Context: an optimization exercise on an open-source flow, tuned for small area. The choices shown serve that exercise and are no tape-out recipe.
The RTL was checked by simulation tests, not by an equivalence proof against the original design.
No activity file was given, so power comes from the tool's default toggle rates.

## design/flow/design.v

```verilog
module multicycle_cobra_core #(
   parameter int XLEN = 32,
   parameter int PC_W = 8
) (
   input  logic            clk,
   input  logic            rst,
   output logic            imem_req,
   output logic [PC_W-1:0] imem_addr,
   input  logic            imem_ack,
   input  logic [31:0]     imem_rdata,
   input  logic            in_valid,
   output logic            in_ready,
   input  logic [XLEN-1:0] in_data,
   output logic [XLEN-1:0] out_data,
   output logic            out_valid
);
   localparam logic [1:0] S_CLR = 2'd0, S_FETCH = 2'd1, S_READY = 2'd2;
   logic [4:0]      ph;           
   logic [1:0]      st;
   logic            act;          
   logic            r2;           
   logic [PC_W-1:0] pc;
   logic [31:0]     ir;
   logic            carry_r, neq_r;
   logic [4:0]      sh;           
   logic [31:0]     osr;          
   logic        ir_b, ir_c;
   logic [1:0]  ir_ws;
   logic [4:0]  op, ra1, ra2, wa;
   logic [7:0]  off;
   assign ir_b  = ir[31];
   assign ir_c  = ir[30];
   assign ir_ws = ir[29:28];
   assign op    = ir[27:23];
   assign ra1   = ir[22:18];
   assign ra2   = ir[17:13];
   assign off   = ir[12:5];
   assign wa    = ir[4:0];
   logic [31:0] tails;            
   logic        clr, wr_now, wbit;
   assign clr = (st == S_CLR);
   assign tails[0] = 1'b0;
   genvar gi;
   generate
      for (gi = 1; gi < 32; gi++) begin : g_rf
         logic [31:0] ring;
         logic        we;
         assign we = clr | (wr_now && wa == 5'(gi));
         always_ff @(posedge clk)
            ring <= {(we ? wbit : ring[0]), ring[31:1]};
         assign tails[gi] = ring[0];
      end
   endgenerate
   logic a, b;
   assign a = tails[ra1];
   assign b = tails[ra2];
   logic is_shl, is_shr, is_sra, is_slt, multi, sub;
   assign is_shl = (op == 5'b00001);
   assign is_shr = (op == 5'b00101) || (op == 5'b01101);
   assign is_sra = (op == 5'b01101);
   assign is_slt = (op[4:1] == 4'b0001);
   assign multi  = (ir_ws == 2'b11) && (is_shl || is_shr || is_slt);
   assign sub    = op[3] | op[1];
   logic ph0, ph31;
   logic bb, cin, sum, cout, neq_cur, ltu, lts, lt, eq, flag;
   assign ph0  = (ph == 5'd0);
   assign ph31 = (ph == 5'd31);
   assign bb      = b ^ sub;
   assign cin     = ph0 ? sub : carry_r;
   assign sum     = a ^ bb ^ cin;
   assign cout    = (a & bb) | (a & cin) | (bb & cin);
   assign neq_cur = (~ph0 & neq_r) | (a ^ b);
   assign ltu  = ~cout;
   assign lts  = (a ^ b) ? a : ltu;
   assign lt   = op[0] ? ltu : lts;
   assign eq   = ~neq_cur;
   assign flag = (op[4:3] == 2'b11) &&
                 (op[2] ? ((op[1] ? ltu : lts) ^ op[0]) : (~op[1] & (eq ^ op[0])));
   logic [4:0] tap_idx;
   logic       tap, resbit;
   assign tap_idx = is_shr ? sh : (5'd0 - sh);
   assign tap     = (is_shl && sh == 5'd0) ? a : osr[tap_idx];
   always_comb begin
      case (op)
         5'b00000, 5'b01000:          resbit = sum;
         5'b00100:                    resbit = a ^ b;
         5'b00110:                    resbit = a | b;
         5'b00111:                    resbit = a & b;
         5'b00010, 5'b00011:          resbit = ph0 & carry_r;
         5'b00001, 5'b00101, 5'b01101: resbit = tap;
         default:                     resbit = 1'b0;
      endcase
   end
   logic [31:0] imm_sx;
   assign imm_sx = {{9{ir[27]}}, ir[27:5]};
   always_comb begin
      if (clr)                    wbit = 1'b0;
      else if (ir_ws == 2'b01)    wbit = in_data[ph];
      else if (ir_ws == 2'b10)    wbit = imm_sx[ph];
      else                        wbit = resbit;
   end
   logic ins;
   assign ins = is_shl ? (r2 & a) : is_shr ? (r2 ? (is_sra & osr[31]) : a) : resbit;
   logic A, last, fire, take;
   logic [PC_W-1:0] npc;
   assign A    = act | (st == S_READY && ph0 && !(ir_ws == 2'b01 && !in_valid));
   assign last = act && ph31 && (!multi || r2);
   assign wr_now = A && (ir_ws != 2'b00) && (!multi || r2);
   always_comb begin
      fire = 1'b0;
      if (ir_ws == 2'b11 && A) begin
         if (is_shl)      fire = r2 && (ph == ~sh);
         else if (is_shr) fire = (sh == 5'd0) ? (!r2 && ph31) : (r2 && ph == sh - 5'd1);
         else if (is_slt) fire = r2 && ph31;
         else             fire = ph31;
      end
   end
   assign take = ir_b | (ir_c & flag);
   assign npc  = pc + (take ? PC_W'($signed(off)) : PC_W'(1));
   assign imem_req  = (st == S_FETCH) || (clr && ph31) || last;
   assign imem_addr = last ? npc : pc;
   assign in_ready  = act && ph31 && (ir_ws == 2'b01);
   assign out_data  = osr;
   logic got;
   assign got = imem_req & imem_ack;
   always_ff @(posedge clk or posedge rst) begin
      if (rst) begin
         ph        <= '0;
         st        <= S_CLR;
         act       <= 1'b0;
         r2        <= 1'b0;
         pc        <= '0;
         out_valid <= 1'b0;
      end else begin
         ph        <= ph + 5'd1;
         act       <= A && !ph31;
         if (act && ph31) r2 <= multi && !r2;
         pc        <= imem_addr;
         out_valid <= fire;
         case (st)
            S_CLR:   if (ph31) st <= got ? S_READY : S_FETCH;
            S_FETCH: if (got) st <= S_READY;
            default: if (last && !got) st <= S_FETCH;
         endcase
      end
   end
   always_ff @(posedge clk) begin
      if (got) ir <= imem_rdata;
      carry_r <= ph31 ? lt : cout;
      neq_r   <= neq_cur;
      if (A && !r2 && ph < 5'd5) sh <= {b, sh[4:1]};
      osr     <= {ins, osr[31:1]};
   end
endmodule
```

## design/flow/flow/run.sh

```bash
#!/bin/bash
# Standard ORFS layout; only the clock-tree options and the port buffer cell are changed.
set -euo pipefail
export CTS_ARGS="-sink_clustering_enable -repair_clock_nets -dont_use_dummy_load -sink_clustering_size 18 -sink_clustering_max_diameter 40 -buf_list sky130_fd_sc_hd__clkbuf_8"
export BUFFER_PORTS_ARGS="-buffer_cell sky130_fd_sc_hd__buf_1"
bash standard.sh > standard.log 2>&1
```

## design/flow/standard.sh

```bash
#!/bin/bash
# synth_recipe.tcl (not shown) runs the flow's synth.tcl, then flattens the netlist and writes it again
# the make line also repeats each setting of config.mk as NAME=value (left out here)
make -C /OpenROAD-flow-scripts/flow DESIGN_CONFIG=/design/flow/config.mk WORK_HOME=/design/flow/orfs CLKGATE_MAP_FILE= SYNTH_SCRIPT=/design/flow/synth_recipe.tcl "${@:-finish}"
```

## design/flow/config.mk

```make
export PLATFORM = sky130hd
export DESIGN_NAME = multicycle_cobra_core
export DESIGN_NICKNAME = multicycle_cobra_core
export VERILOG_FILES = /design/flow/design.v
export SDC_FILE = /design/flow/constraint.sdc
export NUM_CORES = 4
export LEC_CHECK = 0
export ABC_AREA = 1
export CAP_MARGIN = 20
export CORE_MARGIN = 2
export CORE_UTILIZATION = 60
export PLACE_DENSITY = 0.7
export SLEW_MARGIN = 20
```

## design/flow/constraint.sdc

```tcl
create_clock -name core_clock -period 10.0 [get_ports {clk}]
set_input_delay 2.0000 -clock core_clock [delete_from_list [all_inputs] [get_ports {clk}]]
set_output_delay 2.0000 -clock core_clock [all_outputs]
set_load 0.01 [all_outputs]
```

==> flow_summary.toml, run 1 <==
[outcome]
status = "finished clean"

[layout]
utilization_pct = 66.0
final_nets = 2014
drive_above_1_share_pct = 6.28
n_fill_cell = 3051
area_growth_pct = 8.55

[route]
drc = 0
drt_pre_antenna_iters = 5
ant_nets = 0
wl_um = 38200
dr_wl_met2_um = 16300
wl_met1_um = 18600
viasPerCell = 4.82
wl_met3_um = 2230
top_layer = "met4"
wl_per_cell_um = 15.4
vias = 11900
drt_iter0_drc = 760

[sta]
setup_viol = 0
worst_pin_slew_ns = 0.781
slew_headroom_pct = 47.9
finalMaxSlewViolations = 0
fmax_ghz = 0.129
final-hold-violation-count = 0
timing.final.crit_share_pct = 77.5
finalCriticalPeriod_ns = 7.75
hold_slack_ns = 0.276
rsz0062_at_grt = "no"
finalSetupTns_ns = 0
skew_ns = 0.0906

[cts]
cts_root_buf = "clkbuf_8"
cts_setup_buffers = 0
clk_latency_ns = 0.69
htreeDepth = 3
cts_resized = 0
cts_tree = "built"
cts_buffers = 90
clkTransAtPathRegs_ns = 0.09
ctsHoldBuffers = 0
clkSinkCount = 1081
cts_buffer_depth = 3

[power_and_ir_drop]
clockPowerShare_pct = 29.2
switching_share_pct = 19.9
comb_power_share_pct = 2.2
p_seq_share_pct = 68.6
p_int_mw = 5.43
p_leak_nw = 11.1
ir_drop_v = 0.000196
switching_power_mw = 1.35
power_density_nw_per_um2 = 244

[yosys]
yosys_most_used_dff = "dfxtp_1"
synth_top_area_cell = "dfxtp_1"
synthesis.nets = 1847
synth_cells = 1763
synthArstFlopShare_pct = 1.67
synth_cell_types = 47
yosysSeqAreaShare_pct = 86.5
syn_area_um2 = 25600
ys_ff_latch = 1081
netlist.area_leader.share_pct = 80.4
synth_area_per_cell_um2 = 14.5
synth_edf_count = 37
ys_warn_count = 1
yosys-top-cells-area = "dfxtp_1 80%, edfxtp_1 4.3%, nand2_1 2.4%"

[worst_setup_path]
start_kind = "flip-flop"
crit_required_ns = 8.00
worstPathArrival_ns = 5.75
ff2ff_setup_slack_ns = 4.89
crit_fanout = 17
crit_type = "flip-flop to output port"
crit_path_end_kind = "output port"

[global_routing]
grt_max_degree = 36
grt_overflow_total = 0
track_usage_pct = 17.5
grt_pass1_wl_um = 59700
first_global_vias = 11700
antenna_found_initial = 4

[floorplan]
rows = 75
die-height_um = 210
io_pins = 111
start_util_pct = 60.8
die_w_um = 210
core_um2 = 42000
die_area_um2 = 44300

[placed_design]
place_congestion = 0.854
port_buffers = 110
dp_hpwl_um = 24400

[worst_hold_path]
holdCritPathClass = "flip-flop to flip-flop"

[job]
maxCapViolCount = 0
-- cells in the mapped netlist, drive strengths merged, types with 15 or more instances --
| cell | instances |
|---|---|
| nand3 | 107 |
| nand2 | 164 |
| edfxtp | 37 |
| clkbuf | 21 |
| dfrtp | 18 |
| nor2 | 83 |
| o21ai | 60 |
| inv | 70 |
| a21oi | 68 |
| dfxtp | 1026 |
| buf | 15 |
-- power by group through the flow --
stage	Sequential, mW	Combinational [mW]	Clock (mW)
floorplan	4.72	0.103	0
global placement	4.74	0.146	0
detailed placement	4.75	0.148	0
CTS	4.66	0.149	2.06
global route	4.68	0.167	2.21
finish	4.65	0.148	1.98
-- worst max-delay path, cell delays in order (launching register included) --
cell	delay (ns)
edfxtp_1	0.61
inv_1	0.47
o21ai_0	0.14
o221ai_1	0.19
nand3_1	0.11
nand3_1	0.09
nand2_1	0.14
xor2_1	0.19
fa_1	0.46
inv_1	0.13
nand2_1	0.06
nand3_1	0.09
nand3_1	0.07
nand2_1	0.13
nand2_1	0.13
inv_1	0.18
or2_1	0.13
ha_1	0.17
inv_1	0.06
fa_1	0.39
o21ai_0	0.31
a21oi_1	0.11
nor2_1	0.10
nor2_1	0.05
xor2_1	0.13
o21ai_0	0.24
buf_1	0.20
-- registers in the layout (all words and copies together), names as in the netlist --
name and count:
act 1, carry_r 1, g_rf.ring 992, ir 32, neq_r 1, osr 32, out_valid 1, pc 8
ph 5, r2 1, sh 5, st 2
-- per-layer routing --
| metal | vias up | global-route usage [%] |
|---|---|---|
| met3 | 82 | 4.42 |
| li1 | 5961 | - |
| met4 | 0 | 7.70 |
| met1 | 5569 | 24.3 |
| met2 | 302 | 26.5 |
| met5 | - | 0 |
-- logic make-up after synthesis --
logic type | synth area share [%]
compound gates | 4.33
xor+xnor | 0.480
fa+ha+maj | 0.842
buf+inv | 1.73
flops | 86.5
simple gates | 6.14
-- per-stage QoR --
stage               setup slack (ns)  instances  power (mW)  area, um2
finish                          2.25       2471        6.78      27700
global route                    1.64       2468        7.06      27700
CTS                             1.97       2467        6.87      27700
detailed placement              2.77       2377        4.90      26500
global placement                2.90       2377        4.89      26500
floorplan                       3.91       1763        4.82      25600
-- path summary, 6_finish.rpt --
kind | cells past startpoint | to | from
setup / recovery | 26 | imem_addr[6] | ir[13]
hold / removal | 0 | g_rf[25].ring[1] | g_rf[25].ring[2]
min in group asynchronous | 2 | st[1] | rst
max in group asynchronous | 2 | pc[0] | rst
hold reg to reg | 0 | g_rf[25].ring[1] | g_rf[25].ring[2]
setup reg to reg | 32 | pc[7] | ir[13]
-- placed cells by master (no fill, tap or decap), drive strengths merged, types with 7 or more instances in the layout --
master  Yosys  final
dfrtp      18     18
o21ai      60     60
edfxtp     37     37
xor2        8      8
ha         14     14
a21oi      68     68
clkbuf     21     90
dfxtp    1026   1026
o221ai      7      7
inv        70     70
nand3     107    107
nor2       83     83
o31ai      14     14
nand2     164    164
buf        15    111
-- cell type report --
type | count | area [um2] | share of cell area, %
flip-flops and latches | 1081 | 22100 | 79.7
multi-input cells | 575 | 3030 | 10.9
clock buffers | 90 | 1240 | 4.47
well taps | 539 | 674 | 2.43
repair buffers | 111 | 420 | 1.52
inverters | 71 | 267 | 0.961
diodes | 4 | 10.0 | 0.0361
==> run 2: changes to the inputs <==
==> design/flow/flow/run.sh (replaced) <==
#!/bin/bash
# Standard ORFS layout; only the clock-tree options and the port buffer cell are changed.
set -euo pipefail
export CTS_ARGS="-sink_clustering_enable -repair_clock_nets -dont_use_dummy_load -sink_clustering_size 21 -sink_clustering_max_diameter 50 -buf_list sky130_fd_sc_hd__clkbuf_8 -root_buf sky130_fd_sc_hd__clkbuf_16 -tree_buf sky130_fd_sc_hd__clkbuf_16"
export BUFFER_PORTS_ARGS="-buffer_cell sky130_fd_sc_hd__buf_1"
bash standard.sh > standard.log 2>&1
==> flow_summary.toml, run 2 <==
[outcome]
status = "finished clean"

[cts]
cts_buffers = 67
cts_buffer_depth = 3
cts_root_buf = "clkbuf_16"
clk_latency_ns = 0.57
htreeDepth = 3
ctsHoldBuffers = 0
clkSinkCount = 1081
cts_setup_buffers = 0
cts_resized = 0
clkTransAtPathRegs_ns = 0.11
cts_tree = "built"

[placed_design]
dp_hpwl_um = 24400
place_congestion = 0.854
pre_cts_ws_ns = 2.77
port_buffers = 110

[power_and_ir_drop]
finalPower_mw = 6.64
p_leak_nw = 11.0
ir_drop_v = 0.000182
power_density_nw_per_um2 = 241

[route]
vias = 11700
ant_nets = 0
wl_um = 38200
drt_pre_antenna_iters = 5
wl_per_cell_um = 15.6
drc = 0
viasPerCell = 4.80
drt_iter0_drc = 766

[yosys]
yosys-top-cells-area = "dfxtp_1 80%, edfxtp_1 4.3%, nand2_1 2.4%"
synth_area_per_cell_um2 = 14.5
netlist.area_leader.share_pct = 80.4
synth_edf_count = 37
synthesis.nets = 1847
synthTopCellsByCount = "1026 x dfxtp_1, 162 x nand2_1, 105 x nand3_1"
synth_cell_types = 47
synth.most_common_cell = "dfxtp_1"
yosys_most_used_dff = "dfxtp_1"
ys_warn_count = 1
synth_top_area_cell = "dfxtp_1"
synth_cells = 1763
synthArstFlopShare_pct = 1.67
ys_ff_latch = 1081
syn_area_um2 = 25600
yosysSeqAreaShare_pct = 86.5

[sta]
finalMaxSlewViolations = 0
rsz0062_at_grt = "no"
fmax_ghz = 0.131
hold_slack_ns = 0.273
timing.final.crit_share_pct = 76.3
finalCriticalPeriod_ns = 7.63
setup_viol = 0
fin_ws_ns = 2.37
skew_ns = 0.0755
worst_pin_slew_ns = 0.776
final-hold-violation-count = 0
slew_headroom_pct = 48.2
finalSetupTns_ns = 0

[global_routing]
grt_pass1_wl_um = 59200
grt_max_degree = 36
grt_overflow_total = 0
antenna_found_initial = 4
first_global_vias = 11400
track_usage_pct = 17.3

[floorplan]
die-height_um = 210
start_util_pct = 60.8
io_pins = 111
die_area_um2 = 44300
rows = 75
core_um2 = 42000
die_w_um = 210

[layout]
layout_commonest_cell = "dfxtp_1"
top_register = "g_rf.ring"
utilization_pct = 65.5
n_fill_cell = 3087
drive_above_1_share_pct = 5.14
final_nets = 1991
final_cell_mix = "1026 x dfxtp_1, 162 x nand2_1, 110 x buf_1"
area_growth_pct = 7.68
top_regs = "g_rf.ring (992), ir (32), osr (32)"
largest_reg_flops = 992

[worst_setup_path]
cp.buffers_inverters = 5
critPathTopFamily = "simple AND/OR/NAND/NOR gates"
crit_path_end_kind = "output port"
crit_fanout = 17
slowest_stage = "edfxtp_1"
crit_required_ns = 8.00
crit_type = "flip-flop to output port"
start_kind = "flip-flop"
ff2ff_setup_slack_ns = 4.89
worstPathArrival_ns = 5.63
critPathMaxStageDelay_ns = 0.61

[job]
maxCapViolCount = 0

[worst_hold_path]
holdCritPathClass = "flip-flop to flip-flop"
==> run 2: cell counts after synthesis <==
Identical to the previous run, type by type.
==> run 2: worst paths after layout <==
| kind | to | startpoint | cells past startpoint |
|---|---|---|---|
| setup / recovery | imem_addr[6] | ir[13] | 26 |
| hold / removal | g_rf[6].ring[18] | g_rf[6].ring[19] | 0 |
| setup reg to reg | pc[7] | ir[13] | 32 |
| hold reg to reg | g_rf[6].ring[18] | g_rf[6].ring[19] | 0 |
| max in group asynchronous | ph[0] | rst | 2 |
| min in group asynchronous | st[1] | rst | 2 |
==> run 2: area by class of cell <==
cell class	instances	area (um2)	area share, %
Sequential cell	1081	22100	80.3
Multi-Input combinational cell	575	3030	11.0
Clock buffer	67	1020	3.72
Tap cell	539	674	2.45
Timing Repair Buffer	111	420	1.53
Inverter	71	267	0.968
Antenna cell	1	2.50	0.00909
==> run 2: metrics by stage <==
stage	instances	cell area, um2
global route	2444	27500
CTS	2444	27500
detailed placement	2377	26500
floorplan	1763	25600
global placement	2377	26500
finish	2445	27500
==> run 2: metal layers <==
metal	vias to the layer above	GRT usage, %	share of wire, %
met5	-	0	0.068
met4	4	6.24	2.5
met3	71	4.42	5.8
met2	305	26.4	43
met1	5438	24.3	49
li1	5910	-	-
==> run 2: power breakdown <==
group	switching (mW)	internal, mW
Combinational	0.101	0.0471
Sequential	0.0721	4.58
Clock	1.15	0.690
Total	1.32	5.32
==> run 2: cell families (layout without fill, tap and decap cells) <==
kind of cell	count (synthesis)	after routing	share of synthesized area [%]
xor+xnor	14	14	0.480
simple gates	366	366	6.14
flops	1081	1081	86.5
fa+ha+maj	16	16	0.842
other cells	0	1	0
buf+inv	107	249	1.73
compound gates	179	179	4.33
==> run 3: changes to the inputs <==
==> design/flow/flow/run.sh (replaced) <==
#!/bin/bash
# Standard ORFS layout with three changes: an area-oriented ABC script for the combinational
# logic (flow/abc_area.script, used through ABC_AREA=1 from a copy of the ORFS scripts folder),
# smaller clock-tree clusters without dummy loads, and buf_1 as the port buffer cell.
set -euo pipefail
rm -rf scripts_abc
cp -r "$FLOW_HOME/scripts" scripts_abc
chmod -R u+w scripts_abc
cp flow/abc_area.script scripts_abc/abc_area.script
export SCRIPTS_DIR="$PWD/scripts_abc"
export CTS_ARGS="-sink_clustering_enable -repair_clock_nets -dont_use_dummy_load -sink_clustering_size 21 -sink_clustering_max_diameter 50 -buf_list sky130_fd_sc_hd__clkbuf_8 -root_buf sky130_fd_sc_hd__clkbuf_16 -tree_buf sky130_fd_sc_hd__clkbuf_16"
export BUFFER_PORTS_ARGS="-buffer_cell sky130_fd_sc_hd__buf_1"
bash standard.sh > standard.log 2>&1
==> design/flow/flow/abc_area.script (new file) <==
strash
&get -n
&deepsyn -T 60
&put
dc2
&get -n
&dch -f
&nf -a
&put
topo
stime -c
==> flow_summary.toml, run 3 <==
[floorplan]
core_um2 = 40800
die_w_um = 207
rows = 74
io_pins = 111
start_util_pct = 60.7
die-height_um = 207
die_area_um2 = 43000

[yosys]
synth_edf_count = 37
yosysSeqAreaShare_pct = 89.2
synthArstFlopShare_pct = 1.67
synthTopCellsByCount = "1026 x dfxtp_1, 80 x o21ai_0, 44 x nor2_1"
yosys-top-cells-area = "dfxtp_1 83%, edfxtp_1 4.5%, dfrtp_1 1.8%"
synth_cell_types = 51
synth.most_common_cell = "dfxtp_1"
ys_warn_count = 1
synth_cells = 1520
yosys_most_used_dff = "dfxtp_1"
ys_ff_latch = 1081
synth_top_area_cell = "dfxtp_1"
synthesis.nets = 1604
syn_area_um2 = 24800
synth_area_per_cell_um2 = 16.3
netlist.area_leader.share_pct = 82.9

[route]
viasPerCell = 4.90
top_layer = "met4"
ant_nets = 0
drt_pre_antenna_iters = 5
wl_per_cell_um = 16.6
vias = 10900
drt_iter0_drc = 712
wl_met3_um = 1670
wl_um = 37100
wl_met1_um = 18000
dr_wl_met2_um = 16200
drc = 0

[layout]
largest_reg_flops = 992
top_regs = "g_rf.ring (992), ir (32), osr (32)"
final_nets = 1781
n_fill_cell = 2842
area_growth_pct = 8.10
final_cell_mix = "1026 x dfxtp_1, 110 x buf_1, 80 x o21ai_0"
drive_above_1_share_pct = 4.01
utilization_pct = 65.6
top_register = "g_rf.ring"
layout_commonest_cell = "dfxtp_1"
final_area_um2 = 26800

[cts]
clkSinkCount = 1081
cts_resized = 0
clkTransAtPathRegs_ns = 0.11
cts_buffers = 61
htreeDepth = 2
cts_root_buf = "clkbuf_16"
cts_buffer_depth = 3
cts_setup_buffers = 0
ctsHoldBuffers = 0
cts_tree = "built"
clk_latency_ns = 0.59

[power_and_ir_drop]
ir_drop_v = 0.000181
power_density_nw_per_um2 = 226
p_leak_nw = 10.3

[global_routing]
grt_max_degree = 22
track_usage_pct = 17.3
grt_overflow_total = 0
antenna_found_initial = 0
grt_pass1_wl_um = 57600
first_global_vias = 10600

[worst_setup_path]
crit_path_end_kind = "output port"
worstPathArrival_ns = 6.98
crit_fanout = 9
crit_required_ns = 8.00
crit_type = "flip-flop to output port"
start_kind = "flip-flop"

[sta]
fmax_ghz = 0.111
finalSetupTns_ns = 0
hold_slack_ns = 0.283
rsz0062_at_grt = "no"
finalMaxSlewViolations = 0
finalCriticalPeriod_ns = 8.98
timing.final.crit_share_pct = 89.8
worst_pin_slew_ns = 1.05
slew_headroom_pct = 29.5
skew_ns = 0.0926
final-hold-violation-count = 0
setup_viol = 0

[worst_hold_path]
holdCritPathClass = "flip-flop to flip-flop"

[placed_design]
dp_hpwl_um = 24600
place_congestion = 0.850
port_buffers = 110
placed_cell_area_um2 = 25900

[job]
maxCapViolCount = 0

[outcome]
status = "finished clean"
-- run 3: cell types whose count changed after synthesis, sizes merged, moves of 15 or more --
| cell | delta |
|---|---|
| nand2 | -127 |
| nand3 | -92 |
| inv | -70 |
| nor2 | -39 |
| clkinv | +32 |
| a21oi | -27 |
| clkbuf | -21 |
| o21ai | +20 |
| buf | -15 |
-- run 3: cells by family after synthesis --
logic type | count (synthesis) | synth area share [%]
AOI/OAI and AO/OA | 200 | 5.04
xor gates and xnor gates | 18 | 0.636
adders and majority gates | 16 | 0.868
buffers and inverters | 33 | 0.500
DFF | 1081 | 89.2
muxes | 8 | 0.480
and+or+nand+nor | 164 | 3.31
-- run 3: stage by stage --
| stage | power (mW) | worst slack (ns) | std cells |
|---|---|---|---|
| floorplan | 4.43 | 2.97 | 1520 |
| global placement | 4.44 | 1.91 | 2166 |
| detailed placement | 4.44 | 1.67 | 2166 |
| CTS | 6.13 | 0.971 | 2227 |
| global route | 6.28 | 0.458 | 2227 |
| finish | 6.06 | 1.02 | 2228 |
-- run 3: area by class of cell --
class	count	area (um2)	share of cell area, %
Antenna cell	1	2.50	0.00934
Clock buffer	61	896	3.34
Inverter	33	124	0.462
Multi-Input combinational cell	406	2560	9.55
Sequential cell	1081	22100	82.5
Tap cell	532	666	2.48
Timing Repair Buffer	114	443	1.65
-- run 3: worst paths after layout --
check | from | end | slack, ns | cells after the start
min | g_rf[20].ring[28] | g_rf[20].ring[27] | 0.28 | 0
max | ir[13] | imem_addr[7] | 1.02 | 24
max in group asynchronous | rst | ph[1] | 8.11 | 2
min reg2reg | g_rf[20].ring[28] | g_rf[20].ring[27] | 0.28 | 0
min in group asynchronous | rst | ph[4] | 1.44 | 2
max reg2reg | ir[13] | pc[7] | 3.66 | 23
-- run 3: report_power, final --
group | internal (mW) | switching (mW)
registers | 4.33 | 0
logic | 0.00710 | 0.00877
clock network | 0.599 | 1.12
total | 4.93 | 1.13
-- run 3: worst max-delay path, stage by stage, from the launching register on --
cell      delay (ns)
edfxtp_1        0.50
nor2b_1         0.56
a222oi_1        0.17
a22o_1          0.27
a22o_1          0.22
a21oi_1         0.40
xor2_1          0.16
fa_1            0.50
mux2i_1         0.25
a2111o_1        0.17
o311ai_0        0.12
a41oi_1         0.68
nand2b_1        0.25
clkinv_1        0.09
ha_1            0.28
a21o_1          0.18
a21oi_1         0.24
o21bai_1        0.12
a21oi_1         0.26
o21bai_1        0.10
a21oi_1         0.20
or3_1           0.13
nand3_1         0.09
xnor2_1         0.28
buf_1           0.18
-- run 3: metal layers --
| metal | global-route usage, % | vias to the layer above |
|---|---|---|
| met1 | 24.5 | 5190 |
| met4 | 7.09 | 0 |
| li1 | - | 5379 |
| met3 | 3.30 | 87 |
| met2 | 26.6 | 255 |
| met5 | 0 | - |
==> run 4: changes to the inputs <==
==> design/flow/flow/run.sh (replaced) <==
#!/bin/bash
# Standard ORFS layout with three changes: an area-oriented ABC script for the combinational
# logic (flow/abc_area.script, used through ABC_AREA=1 from a copy of the ORFS scripts folder),
# no hard adder cells (ADDER_MAP_FILE empty, so ABC maps the adders with the rest),
# smaller clock-tree clusters without dummy loads, and buf_1 as the port buffer cell.
set -euo pipefail
rm -rf scripts_abc
cp -r "$FLOW_HOME/scripts" scripts_abc
chmod -R u+w scripts_abc
cp flow/abc_area.script scripts_abc/abc_area.script
export SCRIPTS_DIR="$PWD/scripts_abc"
export CTS_ARGS="-sink_clustering_enable -repair_clock_nets -dont_use_dummy_load -sink_clustering_size 21 -sink_clustering_max_diameter 50 -buf_list sky130_fd_sc_hd__clkbuf_8 -root_buf sky130_fd_sc_hd__clkbuf_16 -tree_buf sky130_fd_sc_hd__clkbuf_16"
export ADDER_MAP_FILE=
export BUFFER_PORTS_ARGS="-buffer_cell sky130_fd_sc_hd__buf_1"
bash standard.sh > standard.log 2>&1
==> flow_summary.toml, run 4 <==
[outcome]
status = "finished clean"

[cts]
cts_setup_buffers = 0
cts_resized = 0
htreeDepth = 3
clkTransAtPathRegs_ns = 0.12
cts_tree = "built"
cts_root_buf = "clkbuf_16"
clkSinkCount = 1081
cts_buffers = 66
ctsHoldBuffers = 0
cts_buffer_depth = 3
clk_latency_ns = 0.57

[layout]
top_regs = "g_rf.ring (992), ir (32), osr (32)"
top_register = "g_rf.ring"
largest_reg_flops = 992
drive_above_1_share_pct = 4.71
final_cell_mix = "1026 x dfxtp_1, 110 x buf_1, 74 x o21ai_0"
area_growth_pct = 8.57
layout_commonest_cell = "dfxtp_1"
final_nets = 1746

[worst_setup_path]
crit_chain = "mux4_2 -> nor2_1 -> a31oi_1 -> o21ai_0 -> nand2_1 -> a211oi_1 -> o311ai_0 -> a21o_1 -> a31oi_1 -> or2_0 -> a41o_1 -> a21boi_0 -> o31ai_1 -> a21oi_1 -> o21ai_0 -> a32oi_1 -> o21ai_0 -> mux2i_1 -> xor2_1 -> buf_1"
crit_required_ns = 8.00
ff2ff_setup_slack_ns = 3.63
cp_common_cell = "o21ai_0"
crit_path_end_kind = "output port"
slowest_stage = "edfxtp_1"
worstPathArrival_ns = 7.01
r2r-end = "pc[7]"
critPathMaxStageDelay_ns = 0.78
r2r-start = "ir[18]"
reg2regPathDepth = 19
crit_type = "flip-flop to output port"
start_kind = "flip-flop"
crit_fanout = 15

[sta]
finalCriticalPeriod_ns = 9.01
final-hold-violation-count = 0
rsz0062_at_grt = "no"
finalSetupTns_ns = 0
finalMaxSlewViolations = 0
setup_viol = 0
fmax_ghz = 0.111
skew_ns = 0.0795
slew_headroom_pct = 23.8
worst_pin_slew_ns = 1.13
timing.final.crit_share_pct = 90.1

[yosys]
netlist.area_leader.share_pct = 83.2
ys_warn_count = 1
synth_cells = 1498
yosysSeqAreaShare_pct = 89.5
synth_cell_types = 55
ys_ff_latch = 1081
synth_top_area_cell = "dfxtp_1"
synth_edf_count = 37
syn_area_um2 = 24700
synthesis.nets = 1566
synth_area_per_cell_um2 = 16.5
synthArstFlopShare_pct = 1.67
synthTopCellsByCount = "1026 x dfxtp_1, 74 x o21ai_0, 47 x nand2_1"
yosys_most_used_dff = "dfxtp_1"
synth.most_common_cell = "dfxtp_1"
yosys-top-cells-area = "dfxtp_1 83%, edfxtp_1 4.5%, dfrtp_1 1.8%"

[global_routing]
grt_pass1_wl_um = 56000
antenna_found_initial = 0
busiest_layer = "met2"
global_route.usage.met2_pct = 25.1
met1_usage_pct = 25.0
track_usage_pct = 17.2
grt_overflow_total = 0
first_global_vias = 10300
grtUsageMet3_pct = 3.80
grt_max_degree = 34

[power_and_ir_drop]
power_density_nw_per_um2 = 231
p_leak_nw = 10.2
ir_drop_v = 0.000182
finalPower_mw = 6.20

[job]
maxCapViolCount = 0

[placed_design]
place_congestion = 0.858
dp_hpwl_um = 23800
port_buffers = 110

[worst_hold_path]
holdCritPathClass = "flip-flop to flip-flop"
hold_depth = 0
worstHoldEndpoint = "g_rf[16].ring[2]"
hold_start = "g_rf[16].ring[3]"

[route]
wl_um = 36800
vias = 10900
drt_iter0_drc = 868
wl_per_cell_um = 16.7
drt_pre_antenna_iters = 6
ant_nets = 0
drc = 0
viasPerCell = 4.94

[floorplan]
die_w_um = 207
start_util_pct = 60.6
core_um2 = 40700
die_area_um2 = 42800
die-height_um = 207
rows = 74
io_pins = 111
run 4: changes by cell type after synthesis, sizes merged, moves of 8 or more:
cell / delta
o22ai: -13
nand2: +10
ha: -14
nand3: +11
clkinv: -16
nor2: -8
run 4: how the worst max path moves through the flow:
stage / from / slack (ns) / end / depth (start not counted)
3_5_place_dp: ir[18] / 1.61 / imem_addr[7] / 20
5_1_grt: ir[18] / 0.36 / imem_addr[7] / 20
6_report: ir[18] / 0.99 / imem_addr[7] / 20
2_1_floorplan: ir[13] / 2.76 / imem_addr[7] / 19
3_3_place_gp: ir[18] / 1.93 / imem_addr[7] / 20
4_1_cts: ir[18] / 0.92 / imem_addr[7] / 20
run 4: final cells by class:
cell class                 instances  area, um2
timing repair buffer             112        428
clock buffer                      66       1010
inverter                          17       63.8
fill                            2836      13900
sequential                      1081      22100
antenna                            2       5.00
tap                              532        666
multi-input combinational        400       2530
run 4: cell families after synthesis:
group                     after synthesis  share of synthesized area, %
AOI/OAI and AO/OA                     189                          4.92
xor gates and xnor gates               23                         0.816
buffers and inverters                  17                         0.258
and+or+nand+nor                       177                          3.57
DFF                                  1081                          89.5
muxes                                  11                         0.907
run 4: per-stage QoR:
stage / utilization (%) / hold slack, ns / instance area [um2] / setup WS [ns] / std cells
finish: 65.8 / 0.282 / 26800 / 0.988 / 2210
global placement: 63.3 / 0.310 / 25800 / 1.93 / 2142
CTS: 65.8 / 0.279 / 26800 / 0.922 / 2208
floorplan: - / 0.310 / 24700 / 2.76 / 1498
detailed placement: 63.3 / 0.312 / 25800 / 1.61 / 2142
global route: 65.8 / 0.276 / 26800 / 0.356 / 2208
run 4: critical path: cells and delay by family (launching register included):
family,cells,cell delay [ns]
muxes,2,0.81
DFF,1,0.78
xor gates and xnor gates,1,0.19
and+or+nand+nor,3,0.79
buffers and inverters,1,0.20
AOI/OAI and AO/OA,13,3.66
run 4: per-layer routing:
| layer | vias to the layer above | wire length [um] |
|---|---|---|
| met5 | - | 0 |
| met4 | 0 | 1190 |
| met3 | 75 | 1960 |
| met2 | 306 | 15800 |
| met1 | 5206 | 17900 |
| li1 | 5332 | - |
run 4: power by group:
group,internal [mW],switching (mW)
combinational,0.0112,0.0286
clock,0.681,1.14
sequential,4.33,0.00362
==> run 5: changes to the inputs <==
--- a/design/flow/config.mk
+++ b/design/flow/config.mk
@@ -8,6 +8,6 @@
 export ABC_AREA = 1
 export CAP_MARGIN = 20
 export CORE_MARGIN = 2
-export CORE_UTILIZATION = 60
-export PLACE_DENSITY = 0.7
+export CORE_UTILIZATION = 68
+export PLACE_DENSITY = 0.78
 export SLEW_MARGIN = 20
==> flow_summary.toml, run 5 <==
[yosys]
synth_cell_types = 55
yosysSeqAreaShare_pct = 89.5
synth.most_common_cell = "dfxtp_1"
yosys_most_used_dff = "dfxtp_1"
ys_ff_latch = 1081
ys_warn_count = 1
yosys-top-cells-area = "dfxtp_1 83%, edfxtp_1 4.5%, dfrtp_1 1.8%"
netlist.area_leader.share_pct = 83.2
synthArstFlopShare_pct = 1.67
synthTopCellsByCount = "1026 x dfxtp_1, 74 x o21ai_0, 47 x nand2_1"
syn_area_um2 = 24700
synth_area_per_cell_um2 = 16.5
synth_edf_count = 37
synth_cells = 1498
synth_top_area_cell = "dfxtp_1"
synthesis.nets = 1566

[floorplan]
rows = 69
core_um2 = 35700
start_util_pct = 69.2
die_w_um = 195
die_area_um2 = 37800
io_pins = 111
die-height_um = 195

[power_and_ir_drop]
switching_power_mw = 1.16
comb_power_share_pct = 0.7
p_seq_share_pct = 71.0
power_density_nw_per_um2 = 230
p_leak_nw = 10.2
ir_drop_v = 0.000207
finalPower_mw = 6.11
clockPowerShare_pct = 28.3
p_int_mw = 4.95
switching_share_pct = 19.0

[sta]
hold_slack_ns = 0.289
slew_headroom_pct = 27.7
finalCriticalPeriod_ns = 8.90
setup_viol = 0
rsz0062_at_grt = "no"
finalMaxSlewViolations = 0
timing.final.crit_share_pct = 89.0
fmax_ghz = 0.112
finalSetupTns_ns = 0
skew_ns = 0.103
worst_pin_slew_ns = 1.08
final-hold-violation-count = 0

[cts]
cts_root_buf = "clkbuf_16"
cts_resized = 0
cts_buffers = 61
clkSinkCount = 1081
cts_setup_buffers = 0
ctsHoldBuffers = 0
htreeDepth = 2
clk_latency_ns = 0.61
cts_buffer_depth = 3
cts_tree = "built"
clkTransAtPathRegs_ns = 0.11

[worst_setup_path]
worstPathArrival_ns = 6.90
r2r-end = "pc[7]"
cp_common_cell = "o21ai_0"
ff2ff_setup_slack_ns = 3.72
critPathMaxStageDelay_ns = 0.80
crit_chain = "mux4_2 -> nor2_1 -> a31oi_1 -> o21ai_0 -> nand2_1 -> a211oi_1 -> o311ai_0 -> a21o_1 -> a31oi_1 -> or2_0 -> a22o_1 -> a21boi_0 -> o31ai_1 -> a21oi_1 -> o21ai_0 -> a32oi_1 -> o21ai_0 -> mux2i_1 -> xor2_1 -> buf_1"
r2r-start = "ir[18]"
crit_fanout = 15
reg2regPathDepth = 19
slowest_stage = "edfxtp_1"
crit_required_ns = 8.00
crit_path_end_kind = "output port"
start_kind = "flip-flop"
cp-startpoint = "ir[18]"
crit_type = "flip-flop to output port"

[route]
wl_per_cell_um = 18.7
dr_wl_met2_um = 18800
wl_met3_um = 2010
top_layer = "met4"
drt_iter0_drc = 617
ant_nets = 0
drt_pre_antenna_iters = 5
drc = 0
wl_met1_um = 17700
wl_um = 39800
viasPerCell = 5.16
vias = 11000

[worst_hold_path]
holdCritPathClass = "flip-flop to flip-flop"
worstHoldEndpoint = "g_rf[1].ring[20]"
hold_start = "g_rf[1].ring[21]"
hold_depth = 0

[layout]
multi_input_area_um2 = 2520
layout_commonest_cell = "dfxtp_1"
largest_reg_flops = 992
top_regs = "g_rf.ring (992), ir (32), osr (32)"
n_fill_cell = 2009
area_growth_pct = 7.75
top_register = "g_rf.ring"
drive_above_1_share_pct = 4.49
regArea_um2 = 22100
final_cell_mix = "1026 x dfxtp_1, 110 x buf_1, 74 x o21ai_0"
final_nets = 1742

[job]
maxCapViolCount = 0

[global_routing]
grt_pass1_wl_um = 61800
grt_max_degree = 34
first_global_vias = 11300
grt_overflow_total = 0
antenna_found_initial = 3
track_usage_pct = 21.5

[outcome]
status = "finished clean"

[placed_design]
place_congestion = 0.869
port_buffers = 110
dp_hpwl_um = 26600
==> run 5: cell counts after synthesis <==
No cell type changed its count.
==> run 5: cells by family after synthesis <==
kind of cell | Yosys count | synth area share, %
AND/OR/NAND/NOR | 177 | 3.57
flip-flops | 1081 | 89.5
multiplexers | 11 | 0.907
AO/OA/AOI/OAI | 189 | 4.92
buffers and inverters | 17 | 0.258
XOR/XNOR | 23 | 0.816
==> run 5: metal layers <==
| layer | track usage [%] | vias up |
|---|---|---|
| met3 | 4.11 | 89 |
| met5 | 0 | - |
| met1 | 28.9 | 5258 |
| li1 | - | 5325 |
| met4 | 8.80 | 0 |
| met2 | 34.9 | 350 |
==> run 5: worst max path at each step <==
stage / slack (ns) / cells after the start / endpoint
final: 1.10 / 20 / imem_addr[7]
after global routing: 0.32 / 20 / imem_addr[7]
after CTS: 1.06 / 20 / imem_addr[7]
after detailed placement: 1.66 / 20 / imem_addr[7]
after global placement: 1.95 / 20 / imem_addr[7]
after floorplan: 2.76 / 19 / imem_addr[7]
==> run 5: layout make-up <==
cell class | count | area share (%)
antenna | 1 | 0.00941
sequential | 1081 | 83.1
tap | 461 | 2.17
inverter | 17 | 0.240
clock buffer | 61 | 3.37
timing repair buffer | 113 | 1.64
multi-input combinational | 400 | 9.49
==> run 5: metrics by stage <==
step	std cells	utilization [%]	setup slack, ns	area [um2]
CTS	2133	74.6	1.06	26600
floorplan	1498	-	2.76	24700
global placement	2072	72.1	1.95	25700
detailed placement	2072	72.1	1.66	25700
global route	2133	74.6	0.324	26600
finish	2134	74.6	1.10	26600
==> run 5: power by group through the flow <==
| stage | clock network (mW) | logic [mW] | registers [mW] |
|---|---|---|---|
| after global routing | 1.91 | 0.0430 | 4.34 |
| after global placement | 0 | 0.0389 | 4.44 |
| final | 1.73 | 0.0399 | 4.34 |
| after detailed placement | 0 | 0.0385 | 4.44 |
| after floorplan | 0 | 0.0159 | 4.44 |
| after CTS | 1.78 | 0.0389 | 4.34 |
==> run 5: worst max-delay path: cells and delay by family, from the launching register on <==
family	cells	cell delay [ns]
compound gates	13	3.55
mux	2	0.86
flops	1	0.80
simple gates	3	0.75
xor+xnor	1	0.21
buf+inv	1	0.19
==> run 6: changes to the inputs <==
--- a/design/flow/flow/run.sh
+++ b/design/flow/flow/run.sh
@@ -9,7 +9,7 @@
 chmod -R u+w scripts_abc
 cp flow/abc_area.script scripts_abc/abc_area.script
 export SCRIPTS_DIR="$PWD/scripts_abc"
-export CTS_ARGS="-sink_clustering_enable -repair_clock_nets -dont_use_dummy_load -sink_clustering_size 21 -sink_clustering_max_diameter 50 -buf_list sky130_fd_sc_hd__clkbuf_8 -root_buf sky130_fd_sc_hd__clkbuf_16 -tree_buf sky130_fd_sc_hd__clkbuf_16"
+export CTS_ARGS="-sink_clustering_enable -repair_clock_nets -dont_use_dummy_load -sink_clustering_size 21 -sink_clustering_max_diameter 60 -buf_list sky130_fd_sc_hd__clkbuf_8 -root_buf sky130_fd_sc_hd__clkbuf_16 -tree_buf sky130_fd_sc_hd__clkbuf_16"
 export ADDER_MAP_FILE=
 export BUFFER_PORTS_ARGS="-buffer_cell sky130_fd_sc_hd__buf_1"
 bash standard.sh > standard.log 2>&1
==> flow_summary.toml, run 6 <==
[global_routing]
grt_max_degree = 34
track_usage_pct = 21.5
antenna_found_initial = 3
first_global_vias = 11300
grt_overflow_total = 0
grt_pass1_wl_um = 61900

[route]
wl_per_cell_um = 18.8
vias = 11000
dr_wl_met2_um = 19100
drc = 0
wl_um = 40200
drt_iter0_drc = 686
viasPerCell = 5.15
wl_met3_um = 2140
ant_nets = 0
top_layer = "met4"
wl_met1_um = 17700
drt_pre_antenna_iters = 6

[yosys]
netlist.area_leader.share_pct = 83.2
synthTopCellsByCount = "1026 x dfxtp_1, 74 x o21ai_0, 47 x nand2_1"
synthesis.nets = 1566
synth_area_per_cell_um2 = 16.5
synth_top_area_cell = "dfxtp_1"
yosysSeqAreaShare_pct = 89.5
synth_cells = 1498
ys_ff_latch = 1081
synth_edf_count = 37
yosys_most_used_dff = "dfxtp_1"
synthArstFlopShare_pct = 1.67
syn_area_um2 = 24700
yosys-top-cells-area = "dfxtp_1 83%, edfxtp_1 4.5%, dfrtp_1 1.8%"
synth.most_common_cell = "dfxtp_1"
synth_cell_types = 55
ys_warn_count = 1

[job]
maxCapViolCount = 0

[sta]
rsz0062_at_grt = "no"
finalMaxSlewViolations = 0
finalCriticalPeriod_ns = 8.90
final-hold-violation-count = 0
skew_ns = 0.0663
setup_viol = 0
worst_pin_slew_ns = 1.07
finalSetupTns_ns = 0
slew_headroom_pct = 28.2
hold_slack_ns = 0.314
timing.final.crit_share_pct = 89.0
fmax_ghz = 0.112

[worst_setup_path]
slowest_stage = "edfxtp_1"
crit_type = "flip-flop to output port"
worstPathArrival_ns = 6.90
cp_common_cell = "o21ai_0"
crit_path_end_kind = "output port"
critPathMaxStageDelay_ns = 0.79
cp.buffers_inverters = 1
crit_chain = "mux4_2 -> nor2_1 -> a31oi_1 -> o21ai_0 -> nand2_1 -> a211oi_1 -> o311ai_0 -> a21o_1 -> a31oi_1 -> or2_0 -> a22o_1 -> a21boi_0 -> o31ai_1 -> a21oi_1 -> o21ai_0 -> a32oi_1 -> o21ai_0 -> mux2i_1 -> xor2_1 -> buf_1"
critPathTopFamily = "compound AO/OA/AOI/OAI gates"
crit_required_ns = 8.00
crit_fanout = 15
start_kind = "flip-flop"

[cts]
cts_tree = "built"
clk_latency_ns = 0.59
cts_setup_buffers = 0
cts_buffers = 59
clkSinkCount = 1081
cts_root_buf = "clkbuf_16"
cts_resized = 0
clkTransAtPathRegs_ns = 0.11
ctsHoldBuffers = 0
cts_buffer_depth = 3
htreeDepth = 2

[layout]
multi_input_area_um2 = 2520
top_register = "g_rf.ring"
final_nets = 1740
area_growth_pct = 7.65
regArea_um2 = 22100
n_fill_cell = 2017
layout_commonest_cell = "dfxtp_1"
top_regs = "g_rf.ring (992), ir (32), osr (32)"
drive_above_1_share_pct = 4.37
largest_reg_flops = 992
final_cell_mix = "1026 x dfxtp_1, 110 x buf_1, 74 x o21ai_0"

[placed_design]
place_congestion = 0.869
dp_hpwl_um = 26600
port_buffers = 110

[power_and_ir_drop]
finalPower_mw = 6.09
p_seq_share_pct = 71.2
power_density_nw_per_um2 = 229
ir_drop_v = 0.000209
p_leak_nw = 10.2
switching_share_pct = 19.1
clockPowerShare_pct = 28.1
comb_power_share_pct = 0.7
p_int_mw = 4.93
switching_power_mw = 1.17

[floorplan]
start_util_pct = 69.2
core_um2 = 35700
rows = 69
io_pins = 111
die-height_um = 195
die_area_um2 = 37800
die_w_um = 195

[worst_hold_path]
holdCritPathClass = "flip-flop to flip-flop"

[outcome]
status = "finished clean"
-- run 6: through the flow --
step / util, % / setup slack (ns) / cell area, um2 / std cells
after global placement: 72.1 / 1.95 / 25700 / 2072
after CTS: 74.5 / 1.02 / 26600 / 2131
after floorplan: - / 2.76 / 24700 / 1498
after detailed placement: 72.1 / 1.66 / 25700 / 2072
final: 74.5 / 1.10 / 26600 / 2133
after global routing: 74.5 / 0.313 / 26600 / 2131
-- run 6: cell families (layout without fill, tap and decap cells) --
group	after synthesis	in the layout	synth area share, %
compound gates	189	189	4.92
xor+xnor	23	23	0.816
flops	1081	1081	89.5
other cells	0	2	0
buf+inv	17	189	0.258
mux	11	11	0.907
simple gates	177	177	3.57
-- run 6: final timing paths --
kind,startpoint,to,slack (ns),depth (start not counted)
max,ir[18],imem_addr[7],1.10,20
max in group asynchronous,rst,act,8.18,2
min,g_rf[24].ring[3],g_rf[24].ring[2],0.31,0
min in group asynchronous,rst,pc[1],1.41,2
max reg2reg,ir[18],pc[7],3.78,19
min reg2reg,g_rf[24].ring[3],g_rf[24].ring[2],0.31,0
-- run 6: power groups by stage --
stage | combinational, mW | sequential [mW] | clock [mW]
floorplan | 0.0159 | 4.44 | 0
detailed placement | 0.0385 | 4.44 | 0
finish | 0.0400 | 4.34 | 1.72
CTS | 0.0391 | 4.34 | 1.76
global route | 0.0431 | 4.34 | 1.89
global placement | 0.0389 | 4.44 | 0
-- run 6: final cells by class --
| cell class | count | area share [%] |
|---|---|---|
| timing repair buffer | 113 | 1.64 |
| sequential | 1081 | 83.2 |
| antenna | 2 | 0.0188 |
| clock buffer | 59 | 3.27 |
| tap | 461 | 2.17 |
| inverter | 17 | 0.240 |
| multi-input combinational | 400 | 9.50 |
-- run 6: layer usage --
layer	GRT usage, %	up-vias
met2	35.2	359
met5	0	-
met3	4.15	85
met4	7.92	0
met1	29.0	5210
li1	-	5321
-- run 6: worst register-to-register path: stages (launching register included) --
cell and delay [ns]:
edfxtp_1 0.79, mux4_2 0.60, nor2_1 0.14, a31oi_1 0.05, o21ai_0 0.36, nand2_1 0.21, a211oi_1 0.48, o311ai_0 0.22
a21o_1 0.20, a31oi_1 0.30, or2_0 0.40, a22o_1 0.28, a21boi_0 0.17, o31ai_1 0.37, a21oi_1 0.18, o21ai_0 0.44
a32oi_1 0.22, o21ai_0 0.27, mux2i_1 0.26, xor2_1 0.21
==> run 7: changes to the inputs <==
--- a/design/flow/flow/run.sh
+++ b/design/flow/flow/run.sh
@@ -9,7 +9,7 @@
 chmod -R u+w scripts_abc
 cp flow/abc_area.script scripts_abc/abc_area.script
 export SCRIPTS_DIR="$PWD/scripts_abc"
-export CTS_ARGS="-sink_clustering_enable -repair_clock_nets -dont_use_dummy_load -sink_clustering_size 21 -sink_clustering_max_diameter 60 -buf_list sky130_fd_sc_hd__clkbuf_8 -root_buf sky130_fd_sc_hd__clkbuf_16 -tree_buf sky130_fd_sc_hd__clkbuf_16"
+export CTS_ARGS="-sink_clustering_enable -repair_clock_nets -dont_use_dummy_load -sink_clustering_size 21 -sink_clustering_max_diameter 45 -buf_list sky130_fd_sc_hd__clkbuf_8 -root_buf sky130_fd_sc_hd__clkbuf_16 -tree_buf sky130_fd_sc_hd__clkbuf_8"
 export ADDER_MAP_FILE=
 export BUFFER_PORTS_ARGS="-buffer_cell sky130_fd_sc_hd__buf_1"
 bash standard.sh > standard.log 2>&1
--- a/design/flow/config.mk
+++ b/design/flow/config.mk
@@ -8,6 +8,6 @@
 export ABC_AREA = 1
 export CAP_MARGIN = 20
 export CORE_MARGIN = 2
-export CORE_UTILIZATION = 68
-export PLACE_DENSITY = 0.78
+export CORE_UTILIZATION = 60
+export PLACE_DENSITY = 0.7
 export SLEW_MARGIN = 20
==> flow_summary.toml, run 7 <==
[floorplan]
start_util_pct = 60.6
die_area_um2 = 42800
core_um2 = 40700
die-height_um = 207
io_pins = 111
rows = 74
die_w_um = 207

[global_routing]
grt_pass1_wl_um = 56300
first_global_vias = 10400
track_usage_pct = 17.3
grt_max_degree = 34
grt_overflow_total = 0
antenna_found_initial = 0

[cts]
cts_buffers = 72
cts_root_buf = "clkbuf_16"
cts_resized = 0
clkTransAtPathRegs_ns = 0.11
clk_latency_ns = 0.58
clkSinkCount = 1081
htreeDepth = 3
cts_tree = "built"
cts_setup_buffers = 0
ctsHoldBuffers = 0
cts_buffer_depth = 3

[sta]
hold_slack_ns = 0.288
slew_headroom_pct = 23.9
finalSetupTns_ns = 0
finalMaxSlewViolations = 0
setup_viol = 0
final-hold-violation-count = 0
finalCriticalPeriod_ns = 9.00
rsz0062_at_grt = "no"
fmax_ghz = 0.111
skew_ns = 0.0848
worst_pin_slew_ns = 1.13
timing.final.crit_share_pct = 90.0
fin_ws_ns = 1.00

[worst_setup_path]
start_kind = "flip-flop"
crit_type = "flip-flop to output port"
cp-startpoint = "ir[18]"
r2r-end = "pc[7]"
crit_fanout = 15
worstPathArrival_ns = 7.00
ff2ff_setup_slack_ns = 3.66
crit_end = "imem_addr[7]"
crit_required_ns = 8.00
crit_path_end_kind = "output port"
r2r-start = "ir[18]"
reg2regPathDepth = 19

[layout]
final_cell_count_no_fill = 2216
final_cell_mix = "1026 x dfxtp_1, 110 x buf_1, 74 x o21ai_0"
largest_reg_flops = 992
top_register = "g_rf.ring"
area_growth_pct = 8.92
drive_above_1_share_pct = 5.11
n_fill_cell = 2841
top_regs = "g_rf.ring (992), ir (32), osr (32)"
layout_commonest_cell = "dfxtp_1"
final_nets = 1752

[placed_design]
dp_hpwl_um = 23800
place_congestion = 0.858
port_buffers = 110
pre_cts_ws_ns = 1.61
place_inst = 2142

[yosys]
synth_area_per_cell_um2 = 16.5
synthesis.nets = 1566
ys_warn_count = 1
yosys-top-cells-area = "dfxtp_1 83%, edfxtp_1 4.5%, dfrtp_1 1.8%"
yosysSeqAreaShare_pct = 89.5
synth_cells = 1498
syn_area_um2 = 24700
netlist.area_leader.share_pct = 83.2
synthArstFlopShare_pct = 1.67
yosys_most_used_dff = "dfxtp_1"
synth_top_area_cell = "dfxtp_1"
synthTopCellsByCount = "1026 x dfxtp_1, 74 x o21ai_0, 47 x nand2_1"
synth.most_common_cell = "dfxtp_1"
synth_cell_types = 55
ys_ff_latch = 1081
synth_edf_count = 37

[route]
drt_iter0_drc = 843
ant_nets = 0
drt_pre_antenna_iters = 7
drc = 0
wl_per_cell_um = 16.7
viasPerCell = 4.94
vias = 11000
wl_um = 37000

[power_and_ir_drop]
power_density_nw_per_um2 = 233
p_leak_nw = 10.3
finalPower_mw = 6.27
ir_drop_v = 0.000188

[outcome]
status = "finished clean"

[worst_hold_path]
holdCritPathClass = "flip-flop to flip-flop"

[job]
maxCapViolCount = 0
[run 7: cell counts after synthesis]
No cell type changed its count.
[run 7: layout make-up]
cell class                 instances  area (um2)  share of cell area [%]
clock buffer                      72        1090                    4.06
timing repair buffer             112         428                    1.59
antenna                            2        5.00                  0.0186
inverter                          17        63.8                   0.237
tap                              532         666                    2.48
multi-input combinational        400        2530                    9.41
sequential                      1081       22100                    82.2
[run 7: kinds of logic (layout without fill, tap and decap cells)]
group	Yosys count	in the layout	share of synthesized area [%]
multiplexers	11	11	0.907
flip-flops	1081	1081	89.5
AO/OA/AOI/OAI	189	189	4.92
AND/OR/NAND/NOR	177	177	3.57
XOR/XNOR	23	23	0.816
other	0	2	0
buffers and inverters	17	201	0.258
[run 7: per-layer routing]
layer / vias up / global-route usage [%] / share of wire [%]
met2: 310 / 25.3 / 43
met3: 90 / 3.74 / 5.4
met5: - / 0 / 0
met1: 5205 / 24.8 / 48
met4: 0 / 8.03 / 3.5
li1: 5347 / - / -
[run 7: worst min-delay path by stage]
stage | depth (start not counted) | slack, ns | to | startpoint
2_1_floorplan | 0 | 0.31 | g_rf[10].ring[0] | g_rf[10].ring[1]
3_3_place_gp | 0 | 0.31 | g_rf[1].ring[9] | g_rf[1].ring[10]
3_5_place_dp | 0 | 0.31 | g_rf[10].ring[20] | g_rf[10].ring[21]
4_1_cts | 0 | 0.29 | g_rf[24].ring[30] | g_rf[24].ring[31]
5_1_grt | 0 | 0.28 | g_rf[16].ring[17] | g_rf[16].ring[18]
6_report | 0 | 0.29 | g_rf[20].ring[17] | g_rf[20].ring[18]
[run 7: metrics by stage]
stage          utilization (%)  instance area, um2
2_1_floorplan                -               24700
5_1_grt                   66.0               26900
3_5_place_dp              63.3               25800
3_3_place_gp              63.3               25800
6_report                  66.0               26900
4_1_cts                   66.0               26900
[run 7: worst max-delay path: stages (launching register included)]
cell      delay, ns
edfxtp_1       0.78
mux4_2         0.57
nor2_1         0.14
a31oi_1        0.08
o21ai_0        0.40
nand2_1        0.22
a211oi_1       0.47
o311ai_0       0.21
a21o_1         0.19
a31oi_1        0.30
or2_0          0.43
a41o_1         0.28
a21boi_0       0.17
o31ai_1        0.39
a21oi_1        0.18
o31ai_1        0.50
a32oi_1        0.23
o21ai_0        0.26
mux2i_1        0.24
xor2_1         0.19
buf_1          0.19
[run 7: report_power, final]
group / leakage, nW / internal (mW) / switching (mW)
Clock: 0.564 / 0.732 / 1.16
Combinational: 0.889 / 0.0112 / 0.0287
Sequential: 8.83 / 4.33 / 0.00360

[static timing again, ports no longer ideal]
The results above use ideal ports. As a check the final layouts listed here were re-extracted and re-timed, cells and wires unchanged.
Step 1 (the two cells are an assumption about what drives the block):
set clk [get_ports {clk}]
set_driving_cell -lib_cell sky130_fd_sc_hd__clkbuf_16 $clk
set_driving_cell -lib_cell sky130_fd_sc_hd__buf_2 [delete_from_list [all_inputs] $clk]
Step 2 adds t to the input delays and takes it off the output delays; t is the mean of the earliest and latest rising clock arrival at the registers after step 1. Input paths then give back, and output paths get back, about the clock's delay inside the block.
a / b / c = ideal / step 1 / step 2; a / b = the first two.
| run | shift t [ns] | setup WS [ns] | worst setup path at the end | pins driven straight from the clock port |
|---|---|---|---|---|
| run 1 | 0.697 | 2.249 / 2.201 / 2.897 | register to output | 1 |
| run 2 | 0.590 | 2.370 / 2.319 / 2.909 | register to output | 1 |
| run 3 | 0.602 | 1.022 / 0.967 / 1.569 | register to output | 1 |
| run 4 | 0.588 | 0.988 / 0.932 / 1.520 | register to output | 1 |
| run 5 | 0.609 | 1.095 / 1.044 / 1.652 | register to output | 1 |
| run 6 | 0.607 | 1.099 / 1.047 / 1.655 | register to output | 1 |
| run 7 | 0.595 | 1.005 / 0.951 / 1.546 | register to output | 1 |
After both steps setup and hold are still met in every run listed.
